This design comes from an exercise in tuning for small area, a short achievable clock period and few clock cycles per item on the open sky130 flow, not from production work.
Where RTL was checked, it was by simulation tests only, not by an equivalence proof against the original.
Power is estimated from default activity; no workload was simulated.

// array_mul_top
module array_mul_top (
   input  logic        clk,
   input  logic        arst_n,
   input  logic        in_valid,
   input  logic        para_mode,
   input  logic [15:0] a,
   input  logic [15:0] b,
   output logic        out_valid,
   output logic [31:0] p
);
Size: about 890 cells after synthesis, ~160 flip-flops, ~69 I/O pins.
==> flow/config.mk <==
export PLATFORM = sky130hd
export DESIGN_NAME = array_mul_top
export DESIGN_NICKNAME = array_mul_top
export VERILOG_FILES = /design/flow/design.v
export SDC_FILE = /design/flow/constraint.sdc
export NUM_CORES = 4
export LEC_CHECK = 0
export CAP_MARGIN = 20
export CORE_MARGIN = 2
export CORE_UTILIZATION = 40
export SETUP_SLACK_MARGIN = 3.3
export SLEW_MARGIN = 20
export SYNTH_HIERARCHICAL = 1
export SYNTH_MINIMUM_KEEP_SIZE = 0
==> flow/constraint.sdc <==
create_clock -name core_clock -period 6.0 [get_ports {clk}]
set_input_delay 1.2000 -clock core_clock [delete_from_list [all_inputs] [get_ports {clk}]]
set_output_delay 1.2000 -clock core_clock [all_outputs]
set_load 0.01 [all_outputs]
run.sh (not shown) runs the stock make flow with config.mk's settings and CLKGATE_MAP_FILE= SYNTH_SCRIPT=/design/flow/synth_recipe.tcl, a recipe that flattens the netlist after the stock synthesis.
The first run finished with timing, DRC and antenna clean.
Testbench counts at the start, summed over its fixed seeds: cycles 4,008, items 4,000.
Edit:
Settings changed: ABC_AREA set to 1, SETUP_SLACK_MARGIN 3.3 to 3.0.
Final cell count went up by 5.4%.
Setup slack gets worse by 43 ps.
Core utilization goes down by 4.5 points.
Synthesized area climbs by about 3%.
Non-clock buffer count drops by 36.

========
array_mul_top, a different RTL version from the one above (not shown whole).
Size in the first run: about 960 cells after synthesis, roughly 240 flip-flops, roughly 69 I/O pins, roughly 12,000 sq um of cells after synthesis.
clock: 6.0 ns
lec_check: 0
cap_margin: 20
core_margin: 2
core_utilization: 40
cts_buf_list: sky130_fd_sc_hd__clkbuf_4 sky130_fd_sc_hd__clkbuf_8
cts_cluster_size: 20
setup_slack_margin: 3.45
slew_margin: 20
synth_hierarchical: 1
synth_minimum_keep_size: 0
standard.sh (not shown) runs the stock make flow with config.mk's settings and CLKGATE_MAP_FILE= SYNTH_SCRIPT=/design/flow/synth_recipe.tcl, a recipe that flattens the netlist after the stock synthesis.
==> flow/flow/run.sh <==
#!/bin/bash
# Own layout flow: the standard flow (standard.sh, unchanged steps) with three changes:
# port buffers of sky130_fd_sc_hd__buf_2, the delay cells (clkdlybuf4s*, dlygate*, dlymetal*)
# added to the platform's don't-use list so that repair uses plain buffers, and CTS without
# dummy loads. make's full output goes to orfs_make.log here; each ORFS step also keeps its
# own log under orfs/logs/.
set -euo pipefail
bash standard.sh "BUFFER_PORTS_ARGS=-buffer_cell sky130_fd_sc_hd__buf_1" \
  "DONT_USE_CELLS=sky130_fd_sc_hd__probe_p_8 sky130_fd_sc_hd__probec_p_8 sky130_fd_sc_hd__lpflow_bleeder_1 sky130_fd_sc_hd__lpflow_clkbufkapwr_1 sky130_fd_sc_hd__lpflow_clkbufkapwr_16 sky130_fd_sc_hd__lpflow_clkbufkapwr_2 sky130_fd_sc_hd__lpflow_clkbufkapwr_4 sky130_fd_sc_hd__lpflow_clkbufkapwr_8 sky130_fd_sc_hd__lpflow_clkinvkapwr_1 sky130_fd_sc_hd__lpflow_clkinvkapwr_16 sky130_fd_sc_hd__lpflow_clkinvkapwr_2 sky130_fd_sc_hd__lpflow_clkinvkapwr_4 sky130_fd_sc_hd__lpflow_clkinvkapwr_8 sky130_fd_sc_hd__lpflow_decapkapwr_12 sky130_fd_sc_hd__lpflow_decapkapwr_3 sky130_fd_sc_hd__lpflow_decapkapwr_4 sky130_fd_sc_hd__lpflow_decapkapwr_6 sky130_fd_sc_hd__lpflow_decapkapwr_8 sky130_fd_sc_hd__lpflow_inputiso0n_1 sky130_fd_sc_hd__lpflow_inputiso0p_1 sky130_fd_sc_hd__lpflow_inputiso1n_1 sky130_fd_sc_hd__lpflow_inputiso1p_1 sky130_fd_sc_hd__lpflow_inputisolatch_1 sky130_fd_sc_hd__lpflow_isobufsrc_1 sky130_fd_sc_hd__lpflow_isobufsrc_16 sky130_fd_sc_hd__lpflow_isobufsrc_2 sky130_fd_sc_hd__lpflow_isobufsrc_4 sky130_fd_sc_hd__lpflow_isobufsrc_8 sky130_fd_sc_hd__lpflow_isobufsrckapwr_16 sky130_fd_sc_hd__lpflow_lsbuf_lh_hl_isowell_tap_1 sky130_fd_sc_hd__lpflow_lsbuf_lh_hl_isowell_tap_2 sky130_fd_sc_hd__lpflow_lsbuf_lh_hl_isowell_tap_4 sky130_fd_sc_hd__lpflow_lsbuf_lh_isowell_4 sky130_fd_sc_hd__lpflow_lsbuf_lh_isowell_tap_1 sky130_fd_sc_hd__lpflow_lsbuf_lh_isowell_tap_2 sky130_fd_sc_hd__lpflow_lsbuf_lh_isowell_tap_4  sky130_fd_sc_hd__clkdlybuf4s15_1 sky130_fd_sc_hd__clkdlybuf4s15_2 sky130_fd_sc_hd__clkdlybuf4s18_1 sky130_fd_sc_hd__clkdlybuf4s18_2 sky130_fd_sc_hd__clkdlybuf4s25_1 sky130_fd_sc_hd__clkdlybuf4s25_2 sky130_fd_sc_hd__clkdlybuf4s50_1 sky130_fd_sc_hd__clkdlybuf4s50_2 sky130_fd_sc_hd__dlygate4sd1_1 sky130_fd_sc_hd__dlygate4sd2_1 sky130_fd_sc_hd__dlygate4sd3_1 sky130_fd_sc_hd__dlymetal6s2s_1 sky130_fd_sc_hd__dlymetal6s4s_1 sky130_fd_sc_hd__dlymetal6s6s_1" \
  "CTS_ARGS=-sink_clustering_enable -repair_clock_nets -dont_use_dummy_load -buf_list {sky130_fd_sc_hd__clkbuf_4 sky130_fd_sc_hd__clkbuf_8} -sink_clustering_size 20" \
  finish > orfs_make.log 2>&1
The starting point went through all stages and came out clean.
Change:
- SETUP_SLACK_MARGIN: 3.45 -> 3.6
The new run completed without violations. Final area climbs by 3.1%. Wire length rose by 1.7%. Hold slack got worse by 0.034 ns. Global-route usage came out higher by 0.37 points. Non-clock buffer count increases by 25.
Change:
- SETUP_SLACK_MARGIN: 3.6 -> 3.4
The changed run completed with no timing, DRC or antenna violations.
Power decreases by 0.35%.
Sequential power barely changes.
Maximum frequency decreases by 6.5%.
Synthesized cell count does not change.
Global-route usage is about the same.
Area after synthesis is unchanged.
Hold slack improves by 0.032 ns.
Die area stays the same.
Via count decreases by 0.62%.
Register-to-register slack degrades by 0.17 ns.
Worst setup slack degrades by 0.17 ns.
No functional check of the RTL was part of any run of this note.

========
job 7087:
array_mul_top, a different RTL version from the one above (not shown whole).
Size in the first run: about 960 cells after synthesis, ~240 flip-flops, ~69 I/O pins, ~12,000 um2 of cells after synthesis.
clock: 6.0 ns
lec_check: 0
cap_margin: 20
core_margin: 2
core_utilization: 40
cts_buf_list: sky130_fd_sc_hd__clkbuf_4 sky130_fd_sc_hd__clkbuf_8
cts_cluster_size: 20
setup_slack_margin: 3.45
slew_margin: 20
synth_hierarchical: 1
synth_minimum_keep_size: 0
Scripts as last shown in full above: flow/flow/run.sh
Testbench counts of job 7087, summed over its fixed seeds: cycles 4,016, items 4,000.
## Diff of input files: job 6909 against job 7087
- a change of SETUP_SLACK_MARGIN from 3.45 to 3.6
==> summary.txt <==
- Compared with job 7087, job 6909 shows total power higher by 3.4%.
- Job 6909 reports its type of the worst setup path as flop to flop while job 7087 reports input port to flop.
- Job 7087 -> job 6909: number of vias in the routed layout increased slightly
- Job 7087 → job 6909: wire length on met1 flat, overall routed net length up 1.6%, placer's final routability congestion estimate down 1.8%.
- For job 7087, the group with the largest share of power was registers, unlike job 6909, where it was combinational logic.
Modified inputs, job 1770 compared to job 6909
- changing CORE_UTILIZATION from 40 to 50
--- outcome ---
- Job 1770 reached the final stage; the timing, design-rule and antenna checks on its layout passed.
- As far as final area is concerned, job 1770 and job 6909 perform about the same.
- Job 6909 and job 1770 ended up with nearly the same fraction of the cycle the final worst path needs.
- Higher fraction of power consumed by the clock network goes to job 6909 over job 1770.
- ~same register-to-register slack in job 6909 and job 1770
- Count of clock-buffer cells in the layout was lower in the run labelled job 1770.
- Between job 1770 and job 6909, it is job 1770 whose sum of buffers and inverters on the critical path is higher, by 1.
Setup changes, job 1770 to job 7229
- changing SETUP_SLACK_MARGIN from 3.6 to 3.8
- changing CORE_UTILIZATION from 50 to 40
[summary]
Every run (job 7229 and job 1770) finished clean. Job 7229 gives more synthesis-to-finish area growth than job 1770 did. Job 7229 reports its top routing layer in use as met4 while job 1770 reports met5. Diff job 7229..job 1770 | clock share of power | negligible. Going from job 1770 to job 7229, placed instance count shows an increase of 5.8%; sequential share of layout area shows a reduction of 2.4 points; number of unique standard cell types used by synthesis shows no meaningful change; critical path depth shows a reduction of 1. Job 7229: overall routed net length is 4.7% higher than what job 1770 reported. Looking at job 7229 and job 1770, the remaining max-slew budget at the tightest pin is a wash. Min placed cell area across job 7229 and job 1770: job 1770. Job 7229 vs job 1770 — non-clock buffer count climbed by more than 10%. Diff job 1770 -> job 7229 | number of well taps | up by more than 10%.
Relative to job 7229, the following input files were edited for job 265:
- swapping 3.8 for 3.7 in SETUP_SLACK_MARGIN
==> comparison <==
- Job 265 completed every stage of the flow, and the final layout passed the timing, design-rule and antenna checks.
- Job 265 does better than job 7229 on wire length.
- [compare] base=job 7229 new=job 265: total power consumption of the routed design fell by about 2.4%; layout filler cell count now sits higher; shortest clock period the worst path allows after layout shrank by 0.015 ns; timing-limited maximum frequency went up 2.5 MHz; maximum number of buffers from clock root to sink saw little to no change.
- The non-clock buffer count in job 265 was lower than what job 7229 gave.
- Fraction of power consumed by sequential logic up 0.8 points in job 265 wrt job 7229
- Job 265 and job 7229 ended up with roughly the same met3 track utilization from global routing.
- Path length in cells of the critical path is higher on job 265

========
Another version of the RTL of array_mul_top (not shown whole).
Size in the first run: roughly 890 cells after synthesis, roughly 160 flip-flops.
==> flow/design.v (excerpt) <==
module array_mul_top (
   input  logic        clk,
   input  logic        arst_n,
   input  logic        in_valid,
   input  logic        para_mode,
   input  logic [15:0] a,
   input  logic [15:0] b,
   output logic        out_valid,
   output logic [31:0] p
);
Settings: LEC_CHECK=0, CAP_MARGIN=20, CORE_MARGIN=2, CORE_UTILIZATION=40, CTS_BUF_LIST=sky130_fd_sc_hd__clkbuf_4 sky130_fd_sc_hd__clkbuf_8, CTS_CLUSTER_SIZE=20, SETUP_SLACK_MARGIN=3.0, SLEW_MARGIN=20, SYNTH_HIERARCHICAL=1, SYNTH_MINIMUM_KEEP_SIZE=0; clock period 6.0 ns.
==> flow/flow/run.sh <==
#!/bin/bash
# Own layout flow: the standard flow (standard.sh, unchanged steps) with three changes:
# port buffers of sky130_fd_sc_hd__buf_2, the delay cells (clkdlybuf4s*, dlygate*, dlymetal*)
# added to the platform's don't-use list so that repair uses plain buffers, and CTS without
# dummy loads. make's full output goes to orfs_make.log here; each ORFS step also keeps its
# own log under orfs/logs/.
set -euo pipefail
bash standard.sh "BUFFER_PORTS_ARGS=-buffer_cell sky130_fd_sc_hd__buf_2" \
  "DONT_USE_CELLS=sky130_fd_sc_hd__probe_p_8 sky130_fd_sc_hd__probec_p_8 sky130_fd_sc_hd__lpflow_bleeder_1 sky130_fd_sc_hd__lpflow_clkbufkapwr_1 sky130_fd_sc_hd__lpflow_clkbufkapwr_16 sky130_fd_sc_hd__lpflow_clkbufkapwr_2 sky130_fd_sc_hd__lpflow_clkbufkapwr_4 sky130_fd_sc_hd__lpflow_clkbufkapwr_8 sky130_fd_sc_hd__lpflow_clkinvkapwr_1 sky130_fd_sc_hd__lpflow_clkinvkapwr_16 sky130_fd_sc_hd__lpflow_clkinvkapwr_2 sky130_fd_sc_hd__lpflow_clkinvkapwr_4 sky130_fd_sc_hd__lpflow_clkinvkapwr_8 sky130_fd_sc_hd__lpflow_decapkapwr_12 sky130_fd_sc_hd__lpflow_decapkapwr_3 sky130_fd_sc_hd__lpflow_decapkapwr_4 sky130_fd_sc_hd__lpflow_decapkapwr_6 sky130_fd_sc_hd__lpflow_decapkapwr_8 sky130_fd_sc_hd__lpflow_inputiso0n_1 sky130_fd_sc_hd__lpflow_inputiso0p_1 sky130_fd_sc_hd__lpflow_inputiso1n_1 sky130_fd_sc_hd__lpflow_inputiso1p_1 sky130_fd_sc_hd__lpflow_inputisolatch_1 sky130_fd_sc_hd__lpflow_isobufsrc_1 sky130_fd_sc_hd__lpflow_isobufsrc_16 sky130_fd_sc_hd__lpflow_isobufsrc_2 sky130_fd_sc_hd__lpflow_isobufsrc_4 sky130_fd_sc_hd__lpflow_isobufsrc_8 sky130_fd_sc_hd__lpflow_isobufsrckapwr_16 sky130_fd_sc_hd__lpflow_lsbuf_lh_hl_isowell_tap_1 sky130_fd_sc_hd__lpflow_lsbuf_lh_hl_isowell_tap_2 sky130_fd_sc_hd__lpflow_lsbuf_lh_hl_isowell_tap_4 sky130_fd_sc_hd__lpflow_lsbuf_lh_isowell_4 sky130_fd_sc_hd__lpflow_lsbuf_lh_isowell_tap_1 sky130_fd_sc_hd__lpflow_lsbuf_lh_isowell_tap_2 sky130_fd_sc_hd__lpflow_lsbuf_lh_isowell_tap_4  sky130_fd_sc_hd__clkdlybuf4s15_1 sky130_fd_sc_hd__clkdlybuf4s15_2 sky130_fd_sc_hd__clkdlybuf4s18_1 sky130_fd_sc_hd__clkdlybuf4s18_2 sky130_fd_sc_hd__clkdlybuf4s25_1 sky130_fd_sc_hd__clkdlybuf4s25_2 sky130_fd_sc_hd__clkdlybuf4s50_1 sky130_fd_sc_hd__clkdlybuf4s50_2 sky130_fd_sc_hd__dlygate4sd1_1 sky130_fd_sc_hd__dlygate4sd2_1 sky130_fd_sc_hd__dlygate4sd3_1 sky130_fd_sc_hd__dlymetal6s2s_1 sky130_fd_sc_hd__dlymetal6s4s_1 sky130_fd_sc_hd__dlymetal6s6s_1" \
  "CTS_ARGS=-sink_clustering_enable -repair_clock_nets -dont_use_dummy_load -buf_list {sky130_fd_sc_hd__clkbuf_4 sky130_fd_sc_hd__clkbuf_8} -sink_clustering_size 20" \
  finish > orfs_make.log 2>&1
Testbench counts at the start, summed over its fixed seeds: cycles 4,008, items 4,000.
Next try:
--- a/flow/flow/run.sh
+++ b/flow/flow/run.sh
@@ -7,5 +7,5 @@
 set -euo pipefail
-bash standard.sh "BUFFER_PORTS_ARGS=-buffer_cell sky130_fd_sc_hd__buf_2" \
+bash standard.sh "BUFFER_PORTS_ARGS=-buffer_cell sky130_fd_sc_hd__buf_1" \
   "DONT_USE_CELLS=sky130_fd_sc_hd__probe_p_8 sky130_fd_sc_hd__probec_p_8 sky130_fd_sc_hd__lpflow_bleeder_1 sky130_fd_sc_hd__lpflow_clkbufkapwr_1 sky130_fd_sc_hd__lpflow_clkbufkapwr_16 sky130_fd_sc_hd__lpflow_clkbufkapwr_2 sky130_fd_sc_hd__lpflow_clkbufkapwr_4 sky130_fd_sc_hd__lpflow_clkbufkapwr_8 sky130_fd_sc_hd__lpflow_clkinvkapwr_1 sky130_fd_sc_hd__lpflow_clkinvkapwr_16 sky130_fd_sc_hd__lpflow_clkinvkapwr_2 sky130_fd_sc_hd__lpflow_clkinvkapwr_4 sky130_fd_sc_hd__lpflow_clkinvkapwr_8 sky130_fd_sc_hd__lpflow_decapkapwr_12 sky130_fd_sc_hd__lpflow_decapkapwr_3 sky130_fd_sc_hd__lpflow_decapkapwr_4 sky130_fd_sc_hd__lpflow_decapkapwr_6 sky130_fd_sc_hd__lpflow_decapkapwr_8 sky130_fd_sc_hd__lpflow_inputiso0n_1 sky130_fd_sc_hd__lpflow_inputiso0p_1 sky130_fd_sc_hd__lpflow_inputiso1n_1 sky130_fd_sc_hd__lpflow_inputiso1p_1 sky130_fd_sc_hd__lpflow_inputisolatch_1 sky130_fd_sc_hd__lpflow_isobufsrc_1 sky130_fd_sc_hd__lpflow_isobufsrc_16 sky130_fd_sc_hd__lpflow_isobufsrc_2 sky130_fd_sc_hd__lpflow_isobufsrc_4 sky130_fd_sc_hd__lpflow_isobufsrc_8 sky130_fd_sc_hd__lpflow_isobufsrckapwr_16 sky130_fd_sc_hd__lpflow_lsbuf_lh_hl_isowell_tap_1 sky130_fd_sc_hd__lpflow_lsbuf_lh_hl_isowell_tap_2 sky130_fd_sc_hd__lpflow_lsbuf_lh_hl_isowell_tap_4 sky130_fd_sc_hd__lpflow_lsbuf_lh_isowell_4 sky130_fd_sc_hd__lpflow_lsbuf_lh_isowell_tap_1 sky130_fd_sc_hd__lpflow_lsbuf_lh_isowell_tap_2 sky130_fd_sc_hd__lpflow_lsbuf_lh_isowell_tap_4  sky130_fd_sc_hd__clkdlybuf4s15_1 sky130_fd_sc_hd__clkdlybuf4s15_2 sky130_fd_sc_hd__clkdlybuf4s18_1 sky130_fd_sc_hd__clkdlybuf4s18_2 sky130_fd_sc_hd__clkdlybuf4s25_1 sky130_fd_sc_hd__clkdlybuf4s25_2 sky130_fd_sc_hd__clkdlybuf4s50_1 sky130_fd_sc_hd__clkdlybuf4s50_2 sky130_fd_sc_hd__dlygate4sd1_1 sky130_fd_sc_hd__dlygate4sd2_1 sky130_fd_sc_hd__dlygate4sd3_1 sky130_fd_sc_hd__dlymetal6s2s_1 sky130_fd_sc_hd__dlymetal6s4s_1 sky130_fd_sc_hd__dlymetal6s6s_1" \
-  "CTS_ARGS=-sink_clustering_enable -repair_clock_nets -dont_use_dummy_load -buf_list {sky130_fd_sc_hd__clkbuf_4 sky130_fd_sc_hd__clkbuf_8} -sink_clustering_size 20" \
+  "CTS_ARGS=-sink_clustering_enable -repair_clock_nets -dont_use_dummy_load -buf_list {sky130_fd_sc_hd__clkbuf_4 sky130_fd_sc_hd__clkbuf_8} -sink_clustering_size 30" \
   finish > orfs_make.log 2>&1
- CTS_CLUSTER_SIZE: 20 -> 30
Die area stays the same.
Non-clock buffer count falls by 7.
Wire length rises by about 0.7%.
Via count falls by about 0.5%.
Sequential power barely changes.
Critical path depth falls by 1.
Next try:
--- a/flow/flow/run.sh
+++ b/flow/flow/run.sh
@@ -7,5 +7,5 @@
 set -euo pipefail
-bash standard.sh "BUFFER_PORTS_ARGS=-buffer_cell sky130_fd_sc_hd__buf_1" \
+bash standard.sh "BUFFER_PORTS_ARGS=-buffer_cell sky130_fd_sc_hd__buf_2" \
   "DONT_USE_CELLS=sky130_fd_sc_hd__probe_p_8 sky130_fd_sc_hd__probec_p_8 sky130_fd_sc_hd__lpflow_bleeder_1 sky130_fd_sc_hd__lpflow_clkbufkapwr_1 sky130_fd_sc_hd__lpflow_clkbufkapwr_16 sky130_fd_sc_hd__lpflow_clkbufkapwr_2 sky130_fd_sc_hd__lpflow_clkbufkapwr_4 sky130_fd_sc_hd__lpflow_clkbufkapwr_8 sky130_fd_sc_hd__lpflow_clkinvkapwr_1 sky130_fd_sc_hd__lpflow_clkinvkapwr_16 sky130_fd_sc_hd__lpflow_clkinvkapwr_2 sky130_fd_sc_hd__lpflow_clkinvkapwr_4 sky130_fd_sc_hd__lpflow_clkinvkapwr_8 sky130_fd_sc_hd__lpflow_decapkapwr_12 sky130_fd_sc_hd__lpflow_decapkapwr_3 sky130_fd_sc_hd__lpflow_decapkapwr_4 sky130_fd_sc_hd__lpflow_decapkapwr_6 sky130_fd_sc_hd__lpflow_decapkapwr_8 sky130_fd_sc_hd__lpflow_inputiso0n_1 sky130_fd_sc_hd__lpflow_inputiso0p_1 sky130_fd_sc_hd__lpflow_inputiso1n_1 sky130_fd_sc_hd__lpflow_inputiso1p_1 sky130_fd_sc_hd__lpflow_inputisolatch_1 sky130_fd_sc_hd__lpflow_isobufsrc_1 sky130_fd_sc_hd__lpflow_isobufsrc_16 sky130_fd_sc_hd__lpflow_isobufsrc_2 sky130_fd_sc_hd__lpflow_isobufsrc_4 sky130_fd_sc_hd__lpflow_isobufsrc_8 sky130_fd_sc_hd__lpflow_isobufsrckapwr_16 sky130_fd_sc_hd__lpflow_lsbuf_lh_hl_isowell_tap_1 sky130_fd_sc_hd__lpflow_lsbuf_lh_hl_isowell_tap_2 sky130_fd_sc_hd__lpflow_lsbuf_lh_hl_isowell_tap_4 sky130_fd_sc_hd__lpflow_lsbuf_lh_isowell_4 sky130_fd_sc_hd__lpflow_lsbuf_lh_isowell_tap_1 sky130_fd_sc_hd__lpflow_lsbuf_lh_isowell_tap_2 sky130_fd_sc_hd__lpflow_lsbuf_lh_isowell_tap_4  sky130_fd_sc_hd__clkdlybuf4s15_1 sky130_fd_sc_hd__clkdlybuf4s15_2 sky130_fd_sc_hd__clkdlybuf4s18_1 sky130_fd_sc_hd__clkdlybuf4s18_2 sky130_fd_sc_hd__clkdlybuf4s25_1 sky130_fd_sc_hd__clkdlybuf4s25_2 sky130_fd_sc_hd__clkdlybuf4s50_1 sky130_fd_sc_hd__clkdlybuf4s50_2 sky130_fd_sc_hd__dlygate4sd1_1 sky130_fd_sc_hd__dlygate4sd2_1 sky130_fd_sc_hd__dlygate4sd3_1 sky130_fd_sc_hd__dlymetal6s2s_1 sky130_fd_sc_hd__dlymetal6s4s_1 sky130_fd_sc_hd__dlymetal6s6s_1" \
-  "CTS_ARGS=-sink_clustering_enable -repair_clock_nets -dont_use_dummy_load -buf_list {sky130_fd_sc_hd__clkbuf_4 sky130_fd_sc_hd__clkbuf_8} -sink_clustering_size 30" \
-  finish > orfs_make.log 2>&1
+  "CTS_ARGS=-sink_clustering_enable -repair_clock_nets -dont_use_dummy_load" \
+  "RECOVER_POWER=30" finish > orfs_make.log 2>&1
- CTS_BUF_LIST: sky130_fd_sc_hd__clkbuf_4 sky130_fd_sc_hd__clkbuf_8 -> default
- CTS_CLUSTER_SIZE: 30 -> default
The changed run went through all stages and came out clean; clock skew falls by 0.019 ns; count of clock-buffer cells in the layout stays the same; critical path depth is lower by 1; setup slack degrades by 0.46 ns; global-route usage went down by 0.14 points.
Next try:
--- a/flow/flow/run.sh
+++ b/flow/flow/run.sh
@@ -10,2 +10,2 @@
   "CTS_ARGS=-sink_clustering_enable -repair_clock_nets -dont_use_dummy_load" \
-  "RECOVER_POWER=30" finish > orfs_make.log 2>&1
+  finish > orfs_make.log 2>&1
=> The new run ran to the end with no violations. Flip-flop and latch count is unchanged. Non-clock buffer count is unchanged. Sequential power stays flat. Final cell count does not change.
Next try:
--- a/flow/flow/run.sh
+++ b/flow/flow/run.sh
@@ -10,2 +10,2 @@
   "CTS_ARGS=-sink_clustering_enable -repair_clock_nets -dont_use_dummy_load" \
-  finish > orfs_make.log 2>&1
+  "RECOVER_POWER=100" finish > orfs_make.log 2>&1
Combinational power decreases by a little under a tenth. Utilization decreases by 0.90 points. Setup slack loses 0.47 ns. Count of clock-buffer cells in the layout is unchanged. First-iteration DRC count increases slightly. Global-route usage does not change. Sequential power barely changes. Routed wire length increases slightly.

==> port drivers added, routing unchanged <==
The flow's constraints put no driver on any port. The routed layouts listed below were extracted and timed again, unchanged, in two steps.
Step 1 sets driving cells, clkbuf_16 on the clock port and buf_2 on the other inputs (assumed; they add their load-dependent delay and slew).
Step 2 also shifts input and output timing later by t, the mid clock arrival at the registers, as if the neighbouring blocks saw the same clock.
a / b / c = no drivers / after step 1 / after step 2; a / b = the first two.
run | shift t [ns] | setup WS [ns] | worst data-port slew with drivers (ns)
the first run of note 1 | 0.480 | 3.023 / 2.953 / 2.473 | 0.18
the second run of note 1 | 0.480 | 2.980 / 2.979 / 2.499 | 0.06
the first run of note 2 | 0.562 | 3.429 / 3.432 / 2.870 | 0.05
the second run of note 2 | 0.565 | 3.542 / 3.542 / 3.026 | 0.07
the third run of note 2 | 0.560 | 3.372 / 3.372 / 2.887 | 0.06
job 7087 | 0.544 | 3.472 / 3.469 / 2.925 | 0.05
job 6909 | 0.561 | 3.559 / 3.559 / 3.024 | 0.07
job 1770 | 0.553 | 3.564 / 3.564 / 3.059 | 0.06
job 7229 | 0.566 | 3.565 / 3.556 / 2.991 | 0.22
job 265 | 0.570 | 3.580 / 3.580 / 3.016 | 0.22
the first run of note 4 | 0.491 | 3.003 / 3.002 / 2.534 | 0.07
the second run of note 4 | 0.488 | 3.000 / 3.006 / 2.519 | 0.06
the third run of note 4 | 0.468 | 2.541 / 2.546 / 2.078 | 0.08
the fourth run of note 4 | 0.468 | 3.013 / 3.011 / 2.543 | 0.08
the fifth run of note 4 | 0.467 | 2.542 / 2.561 / 2.094 | 0.08
After both steps every run listed still meets setup and hold. For job 7229, which loses most, drivers alone change the setup slack by -0.009 ns; drivers and shift together by -0.574 ns.
